Background: an optimization exercise with open tools, aiming at small area and a short achievable clock period. Do not read the settings as production practice.
RTL that was checked went through simulation tests only; none was proved equivalent to the original.
No driver is modelled on the clock port, so clock power and skew are understated where the tree is cut down; a real chip needs a root buffer or a tree.
Power and IR drop assume default switching activity.

==> module pin_sampler, before the edit <==
module pin_sampler (
	input  logic        mai,
	input  logic        voltage_idx_reset,
	input  logic [7:0]  pin_sel0,
	input  logic [7:0]  pin_sel1,
	input  logic [23:0] div,
	input  logic        arm,
	input  logic [15:0] probe_pins,
	output logic        store,
	output logic [7:0]  byte0,
	output logic [7:0]  byte1,
	output logic        ready
);
	logic        capturing;
	logic        ge;
	logic [23:0] c;
	logic [9:0]  k;
	logic [6:0]  sh0, sh1;
	logic        pin0, pin1;
	logic        tick;
	assign pin0 = (pin_sel0[7:4] == 4'd0) && probe_pins[pin_sel0[3:0]];
	assign pin1 = (pin_sel1[7:4] == 4'd0) && probe_pins[pin_sel1[3:0]];
	assign tick  = capturing && ge;
	assign store = tick && (k[2:0] == 3'd7);
	assign byte0 = {sh0, pin0};
	assign byte1 = {sh1, pin1};
	always_ff @(posedge mai) begin
		if (voltage_idx_reset) begin
			capturing <= 1'b0;
			ready     <= 1'b0;
			k         <= '0;
		end else if (arm) begin
			capturing <= 1'b1;
			ready     <= 1'b0;
			k         <= '0;
		end else if (tick) begin
			k <= k + 10'd1;
			if (k == 10'd1023) begin
				capturing <= 1'b0;
				ready     <= 1'b1;
			end
		end
	end
	always_ff @(posedge mai) begin
		if (arm || tick) begin
			c  <= 24'd1;
			ge <= (div == 24'd0);
		end else begin
			c  <= c + 24'd1;
			ge <= (c >= div);
		end
	end
	always_ff @(posedge mai) begin
		if (tick) begin
			sh0 <= {sh0[5:0], pin0};
			sh1 <= {sh1[5:0], pin1};
		end
	end
endmodule
==> module probe_regs, before the edit <==
module probe_regs (
	input  logic        mai,
	input  logic        voltage_idx_reset,
	input  logic        req,
	input  logic [16:0] host_in,
	output logic        ack,
	output logic [7:0]  rdata,
	output logic [7:0]  pin_sel0,
	output logic [7:0]  pin_sel1,
	output logic [23:0] div,
	output logic        arm,
	output logic        idx_rst_e,
	output logic        data_rd_e,
	input  logic        ready,
	input  logic [7:0]  rd_byte
);
	logic       w1, w2, a, d;    
	logic       idle;
	logic [7:0] addr;
	logic       wr;
	logic [7:0] wdata;
	logic d_ps0, d_ps1, d_dv0, d_dv1, d_dv2, d_rdy, d_dat, d_idx, d_arm;
	logic f_ps0, f_ps1, f_dv0, f_dv1, f_dv2, f_rdy, f_dat, f_arm, f_idx, f_wr;
	assign addr  = host_in[16:9];
	assign wr    = host_in[8];
	assign wdata = host_in[7:0];
	assign idle  = !w1 && !w2 && !a && !d;
	assign d_ps0 = (addr == REG_PIN_SEL0);
	assign d_ps1 = (addr == REG_PIN_SEL1);
	assign d_dv0 = (addr == REG_DIV0);
	assign d_dv1 = (addr == REG_DIV1);
	assign d_dv2 = (addr == REG_DIV2);
	assign d_rdy = (addr == REG_READY);
	assign d_dat = (addr == REG_DATA);
	assign d_idx = (addr == REG_IDX_RESET);
	assign d_arm = (addr == REG_ARM);
	assign idx_rst_e = w1 && f_idx;
	assign data_rd_e = w1 && !f_wr && f_dat;
	assign arm       = w2 && f_arm;
	always_ff @(posedge mai) begin
		f_ps0 <= d_ps0;
		f_ps1 <= d_ps1;
		f_dv0 <= d_dv0;
		f_dv1 <= d_dv1;
		f_dv2 <= d_dv2;
		f_rdy <= d_rdy;
		f_dat <= d_dat;
		f_arm <= wr && d_arm;
		f_idx <= wr && d_idx;
		f_wr  <= wr;
	end
	always_ff @(posedge mai) begin
		if (voltage_idx_reset) begin
			w1  <= 1'b0;
			w2  <= 1'b0;
			a   <= 1'b0;
			d   <= 1'b0;
			ack <= 1'b0;
		end else begin
			w1  <= idle && req;
			w2  <= w1;
			a   <= w2 || (a && req);
			d   <= a && !req;
			ack <= w2 || a;
		end
	end
	always_ff @(posedge mai) begin
		if (voltage_idx_reset) begin
			pin_sel0 <= '0;
			pin_sel1 <= 8'd2;
			div      <= '0;
		end else begin
			if (w2 && f_wr && f_ps0) pin_sel0 <= wdata;
			if (w2 && f_wr && f_ps1) pin_sel1 <= wdata;
			if (w1 && f_wr && f_dv0) div[7:0]   <= wdata;
			if (w1 && f_wr && f_dv1) div[15:8]  <= wdata;
			if (w1 && f_wr && f_dv2) div[23:16] <= wdata;
		end
	end
	always_ff @(posedge mai) begin
		if (voltage_idx_reset) begin
			rdata <= '0;
		end else if (w2 && !f_wr) begin
			rdata <= ({8{f_ps0}} & pin_sel0)
			       | ({8{f_ps1}} & pin_sel1)
			       | ({8{f_dv0}} & div[7:0])
			       | ({8{f_dv1}} & div[15:8])
			       | ({8{f_dv2}} & div[23:16])
			       | ({8{f_rdy}} & {7'd0, ready})
			       | ({8{f_dat}} & rd_byte);
		end
	end
endmodule
==> module probe_top, before the edit <==
module probe_top #(
	parameter int PROBE_WIDTH  = 16,
	parameter int SAMPLE_BYTES = 128
) (
	input  logic                   mai,
	input  logic                   voltage_idx_reset,
	input  logic                   req,
	input  logic [16:0]            host_in,
	output logic                   ack,
	output logic [7:0]             rdata,
	input  logic [PROBE_WIDTH-1:0] probe_pins
);
	logic [7:0]  pin_sel0, pin_sel1;
	logic [23:0] div;
	logic        arm, idx_rst_e, data_rd_e;
	logic        ready;
	logic        store;
	logic [7:0]  byte0, byte1;
	logic [7:0]  rd_byte;
	probe_regs u_regs (
		.mai               (mai),
		.voltage_idx_reset (voltage_idx_reset),
		.req               (req),
		.host_in           (host_in),
		.ack               (ack),
		.rdata             (rdata),
		.pin_sel0          (pin_sel0),
		.pin_sel1          (pin_sel1),
		.div               (div),
		.arm               (arm),
		.idx_rst_e         (idx_rst_e),
		.data_rd_e         (data_rd_e),
		.ready             (ready),
		.rd_byte           (rd_byte)
	);
	pin_sampler u_sampler (
		.mai               (mai),
		.voltage_idx_reset (voltage_idx_reset),
		.pin_sel0          (pin_sel0),
		.pin_sel1          (pin_sel1),
		.div               (div),
		.arm               (arm),
		.probe_pins        (probe_pins),
		.store             (store),
		.byte0             (byte0),
		.byte1             (byte1),
		.ready             (ready)
	);
	capture_buffer u_buffer (
		.mai               (mai),
		.voltage_idx_reset (voltage_idx_reset),
		.arm               (arm),
		.store             (store),
		.byte0             (byte0),
		.byte1             (byte1),
		.idx_rst_e         (idx_rst_e),
		.data_rd_e         (data_rd_e),
		.rd_byte           (rd_byte)
	);
endmodule
==> flow/config.mk <==
export PLATFORM = sky130hd
export DESIGN_NAME = probe_top
export DESIGN_NICKNAME = probe_top
export VERILOG_FILES = /design/flow/design.v
export SDC_FILE = /design/flow/constraint.sdc
export NUM_CORES = 4
export LEC_CHECK = 0
export CAP_MARGIN = 20
export CORE_MARGIN = 2
export CORE_UTILIZATION = 75
export CTS_CLUSTER_DIAMETER = 50
export CTS_CLUSTER_SIZE = 28
export PLACE_DENSITY = 0.85
export SETUP_SLACK_MARGIN = 2.0
export SLEW_MARGIN = 20
==> flow/constraint.sdc <==
create_clock -name core_clock -period 3.75 [get_ports {mai}]
set_input_delay 0.7500 -clock core_clock [delete_from_list [all_inputs] [get_ports {mai}]]
set_output_delay 0.7500 -clock core_clock [all_outputs]
set_load 0.01 [all_outputs]
standard.sh (not shown) runs the stock make flow with config.mk's settings and CLKGATE_MAP_FILE= SYNTH_SCRIPT=/design/flow/synth_recipe.tcl, a recipe that flattens the netlist after the stock synthesis.
==> flow/flow/run.sh <==
#!/bin/bash
# The standard layout, except for the clock tree: after CTS, the clock
# port drives four root buffers, one per quarter of the die, and each of
# them drives the leaf clock buffers of its quarter directly (flow/retree.tcl
# replaces the H-tree's root and branch buffers and CTS's dummy loads).
# Every tool's output goes to a log file of its own in this folder.
set -euo pipefail
results=orfs/results/sky130hd/probe_top/base
OPENROAD=openroad
if [[ -x "$FLOW_HOME/../tools/install/OpenROAD/bin/openroad" ]]; then
  OPENROAD="$FLOW_HOME/../tools/install/OpenROAD/bin/openroad"
fi
bash standard.sh cts > standard_to_cts.log 2>&1
"$OPENROAD" -no_init -exit flow/retree_run.tcl > retree.log 2>&1
touch "$results/4_cts.sdc"
bash standard.sh finish > standard_finish.log 2>&1
Other scripts of this flow, unchanged in this note and not shown: flow/flow/retree.tcl, flow/flow/retree_run.tcl
The first run completed with no timing, DRC or antenna violations.
Rerun with:
--- a/flow/design.v
+++ b/flow/design.v
@@ -137,6 +137,6 @@
 	input  logic        mai,
 	input  logic        voltage_idx_reset,
-	input  logic [7:0]  pin_sel0,
-	input  logic [7:0]  pin_sel1,
+	input  logic [15:0] pin_oh0,
+	input  logic [15:0] pin_oh1,
 	input  logic [23:0] div,
 	input  logic        arm,
@@ -154,6 +154,6 @@
 	logic        pin0, pin1;
 	logic        tick;
-	assign pin0 = (pin_sel0[7:4] == 4'd0) && probe_pins[pin_sel0[3:0]];
-	assign pin1 = (pin_sel1[7:4] == 4'd0) && probe_pins[pin_sel1[3:0]];
+	assign pin0 = |(pin_oh0 & probe_pins);
+	assign pin1 = |(pin_oh1 & probe_pins);
 	assign tick  = capturing && ge;
 	assign store = tick && (k[2:0] == 3'd7);
@@ -206,4 +206,6 @@
 	output logic [7:0]  pin_sel0,
 	output logic [7:0]  pin_sel1,
+	output logic [15:0] pin_oh0,
+	output logic [15:0] pin_oh1,
 	output logic [23:0] div,
 	output logic        arm,
@@ -223,4 +225,6 @@
 	assign wr    = host_in[8];
 	assign wdata = host_in[7:0];
+	logic [15:0] wdata_oh;
+	assign wdata_oh = (wdata[7:4] == 4'd0) ? (16'd1 << wdata[3:0]) : 16'd0;
 	assign idle  = !w1 && !w2 && !a && !d;
 	assign d_ps0 = (addr == REG_PIN_SEL0);
@@ -267,8 +271,16 @@
 			pin_sel0 <= '0;
 			pin_sel1 <= 8'd2;
+			pin_oh0  <= 16'd1;
+			pin_oh1  <= 16'd4;
 			div      <= '0;
 		end else begin
-			if (w2 && f_wr && f_ps0) pin_sel0 <= wdata;
-			if (w2 && f_wr && f_ps1) pin_sel1 <= wdata;
+			if (w2 && f_wr && f_ps0) begin
+				pin_sel0 <= wdata;
+				pin_oh0  <= wdata_oh;
+			end
+			if (w2 && f_wr && f_ps1) begin
+				pin_sel1 <= wdata;
+				pin_oh1  <= wdata_oh;
+			end
 			if (w1 && f_wr && f_dv0) div[7:0]   <= wdata;
 			if (w1 && f_wr && f_dv1) div[15:8]  <= wdata;
@@ -306,4 +318,5 @@
 );
 	logic [7:0]  pin_sel0, pin_sel1;
+	logic [15:0] pin_oh0, pin_oh1;
 	logic [23:0] div;
 	logic        arm, idx_rst_e, data_rd_e;
@@ -321,4 +334,6 @@
 		.pin_sel0          (pin_sel0),
 		.pin_sel1          (pin_sel1),
+		.pin_oh0           (pin_oh0),
+		.pin_oh1           (pin_oh1),
 		.div               (div),
 		.arm               (arm),
@@ -331,6 +346,6 @@
 		.mai               (mai),
 		.voltage_idx_reset (voltage_idx_reset),
-		.pin_sel0          (pin_sel0),
-		.pin_sel1          (pin_sel1),
+		.pin_oh0           (pin_oh0),
+		.pin_oh1           (pin_oh1),
 		.div               (div),
 		.arm               (arm),
Result:
- sequential share of layout area falls by 0.62 points
- total power rises by 2.0%
- synthesized area rises by 2.0%
- flip-flop and latch count rises by 32
- first-iteration DRC count rises by 8.4%
- clock power rises by about 5%
- worst hold slack is better by 24 ps
- setup slack is worse by 49 ps
- routed wire length rises by 5.9%
- global-route usage rises by 1.8 points
- critical path depth rises by 7
- die area rises by 1.9%
- via count rises by 5.6%
- final cell count rises by 3.6%
The RTL of the second run of this note was laid out without a check of its function.

==> re-timing with driven ports <==
In the flow no input, the clock included, has a driving cell. The finished layouts below were timed again as built, in two steps.
Step 1, drivers: a clkbuf_16 drives mai and a buf_2 each remaining input, both assumed.
Step 2 times the ports against the registers' clock, not the clock port: input delays grow and output delays shrink by t, the midpoint of the rising clock arrivals with the driver on.
a / b / c = ideal ports / drivers / drivers and shift; a / b = the first two.
run	t (ns)	setup slack, ns	hold WS [ns]
the first run	0.738	1.939 / 1.792 / 1.404	0.278 / 0.278 / 0.278
the second run	0.762	1.890 / 1.778 / 1.507	0.302 / 0.302 / 0.302
After both steps setup and hold are still met in every run listed. The setup slack of the first run, which loses most, moves by -0.147 ns with the drivers and by -0.535 ns with both steps.
